From an optimization exercise on the open Yosys and OpenROAD flow, aimed at small area, a short achievable clock period and few clock cycles; shortcuts taken in it are not production practice. Function was checked by simulation only, so behaviour that the tests miss may differ from the original. Power and IR drop assume default switching activity.

==> cedar <==
==> flow/design.v <==
package lfu_pkg;
	localparam int SLOTS      = 16;
	localparam int COUNT_BITS = 16;
	localparam int PAGE_W     = 32;
	localparam int IDX_W      = 4;    
	localparam int NSLOT_W    = 5;    
	typedef struct packed {
		logic             load;         
		logic             track;        
		logic             hit_upd;      
		logic             alloc;        
		logic             flush_take;   
		logic             flush_end;    
		logic [IDX_W-1:0] idx;
	} lfu_cmd_t;
	typedef struct packed {
		logic match;        
		logic dirty_live;   
		logic pend;         
		logic out_free;     
	} lfu_sts_t;
endpackage
module lfu_page_cache_directory (
	input  logic        clk,
	input  logic        arst_n,
	input  logic        cfg_valid,
	output logic        cfg_ready,
	input  logic [4:0]  cfg_active_slots,
	input  logic        req_valid,
	output logic        req_ready,
	input  logic        req_func,
	input  logic [31:0] req_page_number,
	input  logic        req_is_write,
	output logic        res_valid,
	input  logic        res_ready,
	output logic [3:0]  res_slot,
	output logic        res_hit,
	output logic        res_fill_needed,
	output logic        res_writeback_valid,
	output logic [3:0]  res_writeback_slot,
	output logic [31:0] res_writeback_page,
	output logic        res_last
);
	localparam int S = 16;
	logic [S-1:0]  valid_q, dirty_q;
	logic [31:0]   page_q [S];
	logic [15:0]   cnt_q  [S];
	logic [S-1:0]  off_q;        
	logic [S-1:0]  act_q;
	logic          r_valid_q, r_func_q, r_wr_q;
	logic [31:0]   r_page_q;
	logic [S-1:0]  r_match_q;    
	logic          a_valid_q, a_func_q, a_wr_q;
	logic [31:0]   a_page_q;
	logic          b_valid_q, b_func_q, b_wr_q;
	logic [31:0]   b_page_q;
	logic          o_valid_q;
	logic [3:0]    o_slot_q, o_wbs_q;
	logic          o_hit_q, o_fill_q, o_wbv_q, o_last_q;
	logic [31:0]   o_wbp_q;
	logic [S-1:0]  cw_q;
	logic          cw_one_q;
	logic [15:0]   csel_q;       
	logic [S-1:0]  one_q;        
	logic          sc_run_q, sc_done_q, sc_cv_q, sc_ca_q;
	logic [3:0]    sc_idx_q, sc_vic_q, sc_ci_q;
	logic [15:0]   sc_min_q;
	function automatic [S-1:0] lowest(input [S-1:0] v);
		logic [S-1:0] p;
		p = v;
		p = p | (p << 1);
		p = p | (p << 2);
		p = p | (p << 4);
		p = p | (p << 8);
		lowest = v & ~(p << 1);
	endfunction
	function automatic [3:0] enc(input [S-1:0] oh);
		enc = '0;
		for (int i = 0; i < S; i++)
			if (oh[i]) enc = enc | 4'(i);
	endfunction
	function automatic [S-1:0] off_mask(input [4:0] a);
		for (int i = 0; i < S; i++)
			off_mask[i] = !((i == 0) || (a > 5'd16) || (5'(i) < a));
	endfunction
	assign act_q = ~off_q;
	logic [S-1:0]  match, hit_oh, free, free_oh, dl, dl_oh, one, vic_oh, tgt_oh, sel_oh;
	logic          hit, has_free, dl_any, dl_one, vic_ok;
	logic [15:0]   cnt_sel, cnt_inc;
	logic [31:0]   sel_page;
	always_comb begin
		for (int i = 0; i < S; i++) begin
			match[i] = r_match_q[i];
			free[i]  = !valid_q[i] && act_q[i];
			dl[i]    = valid_q[i] && dirty_q[i] && act_q[i];
			one[i]   = act_q[i] && one_q[i];
		end
	end
	assign hit_oh   = lowest(match);
	assign hit      = |match;
	assign free_oh  = lowest(free);
	assign has_free = |free;
	assign dl_oh    = lowest(dl);
	assign dl_any   = |dl;
	assign dl_one   = (dl & ~dl_oh) == '0;
	logic          sc_need, sc_take;
	logic [S-1:0]  ptr_oh, scv_oh;
	assign sc_need = r_valid_q && !r_func_q && !hit && !has_free && !(|one) && !sc_done_q;
	always_comb begin
		for (int i = 0; i < S; i++) begin
			ptr_oh[i] = sc_run_q && (sc_idx_q == 4'(i));
			scv_oh[i] = (sc_vic_q == 4'(i));
		end
	end
	assign sc_take = sc_cv_q && sc_ca_q && ((sc_ci_q == 4'd0) || csel_q < sc_min_q);
	assign vic_oh = (|one) ? lowest(one) : scv_oh;
	assign vic_ok = (|one) || sc_done_q;
	assign tgt_oh = has_free ? free_oh : vic_oh;
	logic out_free, go, do_acc, do_fl, r_done, evict, alloc, take, r_load, a_load;
	assign out_free  = !o_valid_q || res_ready;
	assign go        = r_valid_q && out_free && (r_func_q || hit || has_free || vic_ok);
	assign do_acc    = go && !r_func_q;
	assign do_fl     = go && r_func_q;
	assign alloc     = do_acc && !hit;
	assign evict     = !hit && !has_free;
	assign r_done    = do_acc || (do_fl && (!dl_any || dl_one));
	assign req_ready = !b_valid_q;
	assign take      = req_valid && !b_valid_q;
	assign r_load    = (!r_valid_q || r_done) && a_valid_q;
	assign a_load    = r_load || !a_valid_q;
	assign cfg_ready = 1'b1;
	logic          n_func, n_wr;
	logic [31:0]   n_page;
	assign n_func = a_func_q;
	assign n_wr   = a_wr_q;
	assign n_page = a_page_q;
	assign sel_oh = r_func_q ? dl_oh : evict ? vic_oh : '0;
	always_comb begin
		cnt_sel  = '0;
		sel_page = '0;
		for (int i = 0; i < S; i++) begin
			cnt_sel  = cnt_sel  | (cnt_q[i]  & {16{hit_oh[i] | ptr_oh[i]}});
			sel_page = sel_page | (page_q[i] & {32{sel_oh[i]}});
		end
	end
	assign cnt_inc = cw_one_q ? 16'd1 : (csel_q == 16'hFFFF) ? csel_q : csel_q + 16'd1;
	always_ff @(posedge clk or negedge arst_n) begin
		if (!arst_n) begin
			valid_q   <= '0;
			dirty_q   <= '0;
			off_q     <= '0;
			r_valid_q <= 1'b0;
			a_valid_q <= 1'b0;
			b_valid_q <= 1'b0;
			o_valid_q <= 1'b0;
			sc_run_q  <= 1'b0;
			sc_done_q <= 1'b0;
			sc_cv_q   <= 1'b0;
			sc_idx_q  <= '0;
			cw_q      <= '0;
			one_q     <= '0;
		end else begin
			if (cfg_valid) off_q <= off_mask(cfg_active_slots);
			if (r_load)      r_valid_q <= 1'b1;
			else if (r_done) r_valid_q <= 1'b0;
			if (a_load) a_valid_q <= b_valid_q || take;
			b_valid_q <= !a_load && (b_valid_q || take);
			if (go)             o_valid_q <= 1'b1;
			else if (res_ready) o_valid_q <= 1'b0;
			cw_q <= !do_acc ? '0 : hit ? hit_oh : tgt_oh;
			if (do_acc) one_q <= hit ? (one_q & ~hit_oh) : (one_q | tgt_oh);
			if (sc_run_q && sc_idx_q == 4'd15) sc_run_q <= 1'b0;
			else if (sc_need && !sc_cv_q)      sc_run_q <= 1'b1;
			if (go)                                sc_done_q <= 1'b0;
			else if (sc_cv_q && sc_ci_q == 4'd15)  sc_done_q <= 1'b1;
			if (sc_run_q) sc_idx_q <= sc_idx_q + 4'd1;
			sc_cv_q <= sc_run_q;
			if (do_acc) begin
				if (hit) begin
					if (r_wr_q) dirty_q <= dirty_q | hit_oh;
				end else begin
					valid_q <= valid_q | tgt_oh;
					dirty_q <= r_wr_q ? (dirty_q | tgt_oh) : (dirty_q & ~tgt_oh);
				end
			end
			if (do_fl) begin
				valid_q <= valid_q & ~dl_oh;
				dirty_q <= dirty_q & ~dl_oh;
			end
		end
	end
	always_ff @(posedge clk) begin
		cw_one_q <= !hit;
		csel_q   <= (|(cw_q & hit_oh)) ? cnt_inc : cnt_sel;
		sc_ci_q  <= sc_idx_q;
		sc_ca_q  <= act_q[sc_idx_q];
		if (sc_take) begin
			sc_min_q <= csel_q;
			sc_vic_q <= sc_ci_q;
		end
		if (take) begin
			b_func_q <= req_func;
			b_wr_q   <= req_is_write;
			b_page_q <= req_page_number;
		end
		if (a_load) begin
			a_func_q <= b_valid_q ? b_func_q : req_func;
			a_wr_q   <= b_valid_q ? b_wr_q   : req_is_write;
			a_page_q <= b_valid_q ? b_page_q : req_page_number;
		end
		if (r_load) begin
			r_func_q <= n_func;
			r_wr_q   <= n_wr;
			r_page_q <= n_page;
			for (int i = 0; i < S; i++)
				r_match_q[i] <= act_q[i] && ((alloc && tgt_oh[i]) ? (r_page_q == n_page) :
					(valid_q[i] && !(do_fl && dl_oh[i]) && (page_q[i] == n_page)));
		end
		for (int i = 0; i < S; i++) begin
			if (alloc && tgt_oh[i])
				page_q[i] <= r_page_q;
			if (cw_q[i])
				cnt_q[i] <= cnt_inc;
		end
		if (go) begin
			o_slot_q <= r_func_q ? enc(dl_oh) : hit ? enc(hit_oh) : enc(tgt_oh);
			o_hit_q  <= !r_func_q && hit;
			o_fill_q <= !r_func_q && !hit && !r_wr_q;
			o_wbv_q  <= r_func_q ? dl_any : evict;
			o_wbs_q  <= enc(sel_oh);
			o_wbp_q  <= sel_page;
			o_last_q <= !r_func_q || !dl_any || dl_one;
		end
	end
	assign res_valid           = o_valid_q;
	assign res_slot            = o_slot_q;
	assign res_hit             = o_hit_q;
	assign res_fill_needed     = o_fill_q;
	assign res_writeback_valid = o_wbv_q;
	assign res_writeback_slot  = o_wbs_q;
	assign res_writeback_page  = o_wbp_q;
	assign res_last            = o_last_q;
endmodule
==> flow/run.sh <==
#!/bin/bash
# synth_recipe.tcl (not shown) runs the flow's synth.tcl, then flattens the netlist and writes it again
# the make line also repeats each setting of config.mk as NAME=value (left out here)
make -C /OpenROAD-flow-scripts/flow DESIGN_CONFIG=/design/flow/config.mk WORK_HOME=/design/flow/orfs CLKGATE_MAP_FILE= SYNTH_SCRIPT=/design/flow/synth_recipe.tcl finish
==> flow/config.mk <==
export PLATFORM = sky130hd
export DESIGN_NAME = lfu_page_cache_directory
export DESIGN_NICKNAME = lfu_page_cache_directory
export VERILOG_FILES = /design/flow/design.v
export SDC_FILE = /design/flow/constraint.sdc
export NUM_CORES = 4
export LEC_CHECK = 0
export CAP_MARGIN = 30
export CORE_MARGIN = 2
export CORE_UTILIZATION = 40
export CTS_CLUSTER_DIAMETER = 100
export CTS_CLUSTER_SIZE = 20
export SETUP_SLACK_MARGIN = 5.0
export SLEW_MARGIN = 30
==> flow/constraint.sdc <==
create_clock -name core_clock -period 8.0 [get_ports {clk}]
set_input_delay 1.6000 -clock core_clock [delete_from_list [all_inputs] [get_ports {clk}]]
set_output_delay 1.6000 -clock core_clock [all_outputs]
set_load 0.01 [all_outputs]
==> xenon (differences from cedar) <==
==> flow/config.mk (replaced) <==
export PLATFORM = sky130hd
export DESIGN_NAME = lfu_page_cache_directory
export DESIGN_NICKNAME = lfu_page_cache_directory
export VERILOG_FILES = /design/flow/design.v
export SDC_FILE = /design/flow/constraint.sdc
export NUM_CORES = 4
export LEC_CHECK = 0
export CAP_MARGIN = 20
export CORE_MARGIN = 2
export CORE_UTILIZATION = 45
export CTS_CLUSTER_DIAMETER = 100
export CTS_CLUSTER_SIZE = 20
export SETUP_SLACK_MARGIN = 4.9
export SLEW_MARGIN = 20
==> willow (differences from cedar) <==
--- a/flow/design.v
+++ b/flow/design.v
@@ -45,8 +45,7 @@
 	logic [S-1:0]  valid_q, dirty_q;
 	logic [31:0]   page_q [S];
 	logic [15:0]   cnt_q  [S];
-	logic [S-1:0]  off_q;        
-	logic [S-1:0]  act_q;
+	logic [S-1:0]  act_q;        
 	logic          r_valid_q, r_func_q, r_wr_q;
 	logic [31:0]   r_page_q;
 	logic [S-1:0]  r_match_q;    
@@ -79,11 +78,10 @@
 		for (int i = 0; i < S; i++)
 			if (oh[i]) enc = enc | 4'(i);
 	endfunction
-	function automatic [S-1:0] off_mask(input [4:0] a);
+	function automatic [S-1:0] act_mask(input [4:0] a);
 		for (int i = 0; i < S; i++)
-			off_mask[i] = !((i == 0) || (a > 5'd16) || (5'(i) < a));
+			act_mask[i] = (i == 0) || (a > 5'd16) || (5'(i) < a);
 	endfunction
-	assign act_q = ~off_q;
 	logic [S-1:0]  match, hit_oh, free, free_oh, dl, dl_oh, one, vic_oh, tgt_oh, sel_oh;
 	logic          hit, has_free, dl_any, dl_one, vic_ok;
 	logic [15:0]   cnt_sel, cnt_inc;
@@ -148,7 +146,7 @@
 		if (!arst_n) begin
 			valid_q   <= '0;
 			dirty_q   <= '0;
-			off_q     <= '0;
+			act_q     <= '1;
 			r_valid_q <= 1'b0;
 			a_valid_q <= 1'b0;
 			b_valid_q <= 1'b0;
@@ -160,7 +158,7 @@
 			cw_q      <= '0;
 			one_q     <= '0;
 		end else begin
-			if (cfg_valid) off_q <= off_mask(cfg_active_slots);
+			if (cfg_valid) act_q <= act_mask(cfg_active_slots);
 			if (r_load)      r_valid_q <= 1'b1;
 			else if (r_done) r_valid_q <= 1'b0;
 			if (a_load) a_valid_q <= b_valid_q || take;
==> flow/config.mk (replaced) <==
export PLATFORM = sky130hd
export DESIGN_NAME = lfu_page_cache_directory
export DESIGN_NICKNAME = lfu_page_cache_directory
export VERILOG_FILES = /design/flow/design.v
export SDC_FILE = /design/flow/constraint.sdc
export NUM_CORES = 4
export LEC_CHECK = 0
export CAP_MARGIN = 20
export CORE_MARGIN = 2
export CORE_UTILIZATION = 40
export SETUP_SLACK_MARGIN = 4.5
export SLEW_MARGIN = 20
==> metrics.md <==
| Metric | Value |
|---|---|
| Worst Path Buf+Inv | `6` |
| Internal power | `10.7 mW` |
| Via count | `34100` |
| Net Sw Frac | `37.7%` |
| CTS clk-pin slew, worst paths | `90 ps` |
| Comb power frac | `33.9%` |
| Clk. pwr | `3.39 mW` |
| CP Cell Sequence | `buf_6 > o22ai_4 > nor4_4 > nand4_1 > nor2_4 > buf_6 > buf_6 > o2bb2ai_4 > buf_12 > buf_8 > buf_12 > a222oi_1 > nand4_1 > or3_1` |
| IR Drop Worst-Case VDD | `0.215 mV` |
| Run status | `complete, no violations` |
| Metal2 WL | `82.2 mm` |
| Routed len/inst | `34.2 um` |
the above is filed under cedar

==> metrics.md <==
| Metric | Value |
|---|---|
| Max_cap viols | `1` |
| Routed len/inst | `37.7 um` |
| CTS clk-pin slew, worst paths | `90 ps` |
| CP Cell Sequence | `and3b_2 > nor4_4 > buf_4 > and3_1 > nand4_1 > o32ai_4 > buf_12 > buf_16 > a22oi_2 > nand4_1 > or4_1` |
| Pins over their slew limit | `5` |
| Run status | `finished with violations` |
| Blocking Checks | `max-capacitance violations, max-slew violations` |
| Worst Path Buf+Inv | `3` |
| Net Sw Frac | `38.1%` |
the above is filed under xenon

==> metrics.md <==
| Metric | Value |
|---|---|
| Run status | `complete, no violations` |
| Net Sw Frac | `33.3%` |
| IR Drop Worst-Case VDD | `0.195 mV` |
| CP Cell Sequence | `buf_4 > xor2_1 > nor4_1 > nand4_1 > or4_1 > a21boi_1` |
| Clk. pwr | `5.37 mW` |
| Via count | `36000` |
| Sequential share of cell area | `55.0%` |
| Comb power frac | `23.2%` |
| CTS clk-pin slew, worst paths | `60 ps` |
| Metal2 WL | `96.5 mm` |
| Finish-stage setup viols | `0` |
the above is filed under willow

Testbench counts of cedar, summed over its fixed seeds: cycles 4,402.
Testbench counts of xenon, summed over its fixed seeds: cycles 4,402.
Testbench counts of willow, summed over its fixed seeds: cycles 4,402.

* * *

==> inputs of 11-19 <==
Starts from the design.v that is shown in full above.
Settings: LEC_CHECK=0, CAP_MARGIN=20, CORE_MARGIN=2, CORE_UTILIZATION=40, SETUP_SLACK_MARGIN=4.7, SLEW_MARGIN=20; clock period 8.0 ns.
run.sh (not shown) runs the stock make flow with config.mk's settings and CLKGATE_MAP_FILE= SYNTH_SCRIPT=/design/flow/synth_recipe.tcl, a recipe that flattens the netlist after the stock synthesis.
==> 10-11 (differences from 11-19) <==
--- a/flow/design.v
+++ b/flow/design.v
@@ -45,8 +45,7 @@
 	logic [S-1:0]  valid_q, dirty_q;
 	logic [31:0]   page_q [S];
 	logic [15:0]   cnt_q  [S];
-	logic [S-1:0]  off_q;        
-	logic [S-1:0]  act_q;
+	logic [S-1:0]  act_q;        
 	logic          r_valid_q, r_func_q, r_wr_q;
 	logic [31:0]   r_page_q;
 	logic [S-1:0]  r_match_q;    
@@ -79,11 +78,10 @@
 		for (int i = 0; i < S; i++)
 			if (oh[i]) enc = enc | 4'(i);
 	endfunction
-	function automatic [S-1:0] off_mask(input [4:0] a);
+	function automatic [S-1:0] act_mask(input [4:0] a);
 		for (int i = 0; i < S; i++)
-			off_mask[i] = !((i == 0) || (a > 5'd16) || (5'(i) < a));
+			act_mask[i] = (i == 0) || (a > 5'd16) || (5'(i) < a);
 	endfunction
-	assign act_q = ~off_q;
 	logic [S-1:0]  match, hit_oh, free, free_oh, dl, dl_oh, one, vic_oh, tgt_oh, sel_oh;
 	logic          hit, has_free, dl_any, dl_one, vic_ok;
 	logic [15:0]   cnt_sel, cnt_inc;
@@ -148,7 +146,7 @@
 		if (!arst_n) begin
 			valid_q   <= '0;
 			dirty_q   <= '0;
-			off_q     <= '0;
+			act_q     <= '1;
 			r_valid_q <= 1'b0;
 			a_valid_q <= 1'b0;
 			b_valid_q <= 1'b0;
@@ -160,7 +158,7 @@
 			cw_q      <= '0;
 			one_q     <= '0;
 		end else begin
-			if (cfg_valid) off_q <= off_mask(cfg_active_slots);
+			if (cfg_valid) act_q <= act_mask(cfg_active_slots);
 			if (r_load)      r_valid_q <= 1'b1;
 			else if (r_done) r_valid_q <= 1'b0;
 			if (a_load) a_valid_q <= b_valid_q || take;
- SETUP_SLACK_MARGIN: 4.7 -> 5.0
==> 11-06 (differences from 11-19) <==
- CTS_CLUSTER_DIAMETER: default -> 100
- CTS_CLUSTER_SIZE: default -> 20
- SETUP_SLACK_MARGIN: 4.7 -> 4.9
- TNS_END_PERCENT: default -> 20
==> 06-17 (differences from 11-19) <==
- CTS_CLUSTER_DIAMETER: default -> 100
- CTS_CLUSTER_SIZE: default -> 20
- GPL_ROUTABILITY_DRIVEN: default -> 0
- SETUP_SLACK_MARGIN: 4.7 -> 4.9
==> out/qor.csv <==
stage,metric,value,unit
yosys,synthCells,3362,
cells_and_area,finalNetCount,3670,
die,die_w,347.7,um
placed_design,dp.cells,4911,
cells_and_area,clock_buffer_count,94,
status,status,timing/DRC/antenna clean,
power_and_ir_drop,powerClk,3.35,mW
Source of the figures above: 11-06

==> out/qor.csv <==
stage,metric,value,unit
yosys,ys_warn_count,3,
placed_design,dp.cells,4899,
cells_and_area,multi_input_area_share,0.2832,
clock_network,root_buffer,clkbuf_16,
setup_path,worstPathArrival,3850,ps
power_and_ir_drop,powerClk,5.34,mW
status,status,timing/DRC/antenna clean,
cells_and_area,clock_buffer_count,152,
die,die_w,347.7,um
sta,tns,0,ps
cells_and_area,finalNetCount,3677,
Source of the figures above: 11-19

==> out/qor.csv <==
stage,metric,value,unit
status,status,"complete, but fails checks",
status,failed_checks,"max-capacitance violations, max-slew violations",
sta,slew_viol_final,6,
cells_and_area,clock_buffer_count,107,
power_and_ir_drop,powerClk,3.38,mW
run,maxCapViolCount,1,
die,die_w,347.7,um
Source of the figures above: 06-17

==> out/qor.csv <==
stage,metric,value,unit
cells_and_area,finalNetCount,4233,
yosys,ys_seq_area_frac,0.6505,
status,status,timing/DRC/antenna clean,
power_and_ir_drop,p_sw,5.984,mW
die,die_w,350.5,um
cells_and_area,final_cells,5896,
placed_design,dp.cells,5151,
yosys,synthFlopType,edfxtp_1,
clock_network,cts_htree_levels,3,
cells_and_area,clock_buffer_count,135,
power_and_ir_drop,powerClk,5.47,mW
Source of the figures above: 10-11

Testbench counts of 11-19, summed over its fixed seeds: cycles 4,402.
Testbench counts of 10-11, summed over its fixed seeds: cycles 4,402.
Testbench counts of 11-06, summed over its fixed seeds: cycles 4,402.
Testbench counts of 06-17, summed over its fixed seeds: cycles 4,402.

## re-timing with driven ports
The results above use ideal ports. As a check the final layouts listed here were re-extracted and re-timed, cells and wires unchanged. Step 1 assumes that a clkbuf_16 drives the clock port and a buf_2 every other input. Step 2 adds t to the input delays and takes it off the output delays; t is the mean of the earliest and latest rising clock arrival at the registers after step 1. Input paths then give back, and output paths get back, about the clock's delay inside the block. Three values: ideal, step 1, step 2; two values: the first two.
run | shift t [ns] | slack for setup (ns) | hold WS [ns] | cell pins on the clock port's net
cedar | 0.776 | 4.715 / 4.715 / 4.215 | 0.427 / 0.427 / 0.427 | 1
xenon | 0.784 | 4.592 / 4.592 / 3.961 | 0.439 / 0.439 / 0.439 | 1
willow | 0.803 | 4.306 / 4.306 / 3.820 | 0.423 / 0.423 / 0.423 | 1
11-19 | 0.770 | 4.690 / 4.667 / 3.982 | 0.441 / 0.441 / 0.441 | 1
10-11 | 0.821 | 4.189 / 4.189 / 4.128 | 0.405 / 0.405 / 0.405 | 1
11-06 | 0.786 | 4.647 / 4.575 / 4.096 | 0.445 / 0.445 / 0.445 | 1
06-17 | 0.794 | 4.614 / 4.614 / 4.105 | 0.442 / 0.442 / 0.442 | 1
The setup slack of 11-19, which loses most, moves by -0.023 ns with the drivers and by -0.708 ns with both steps.
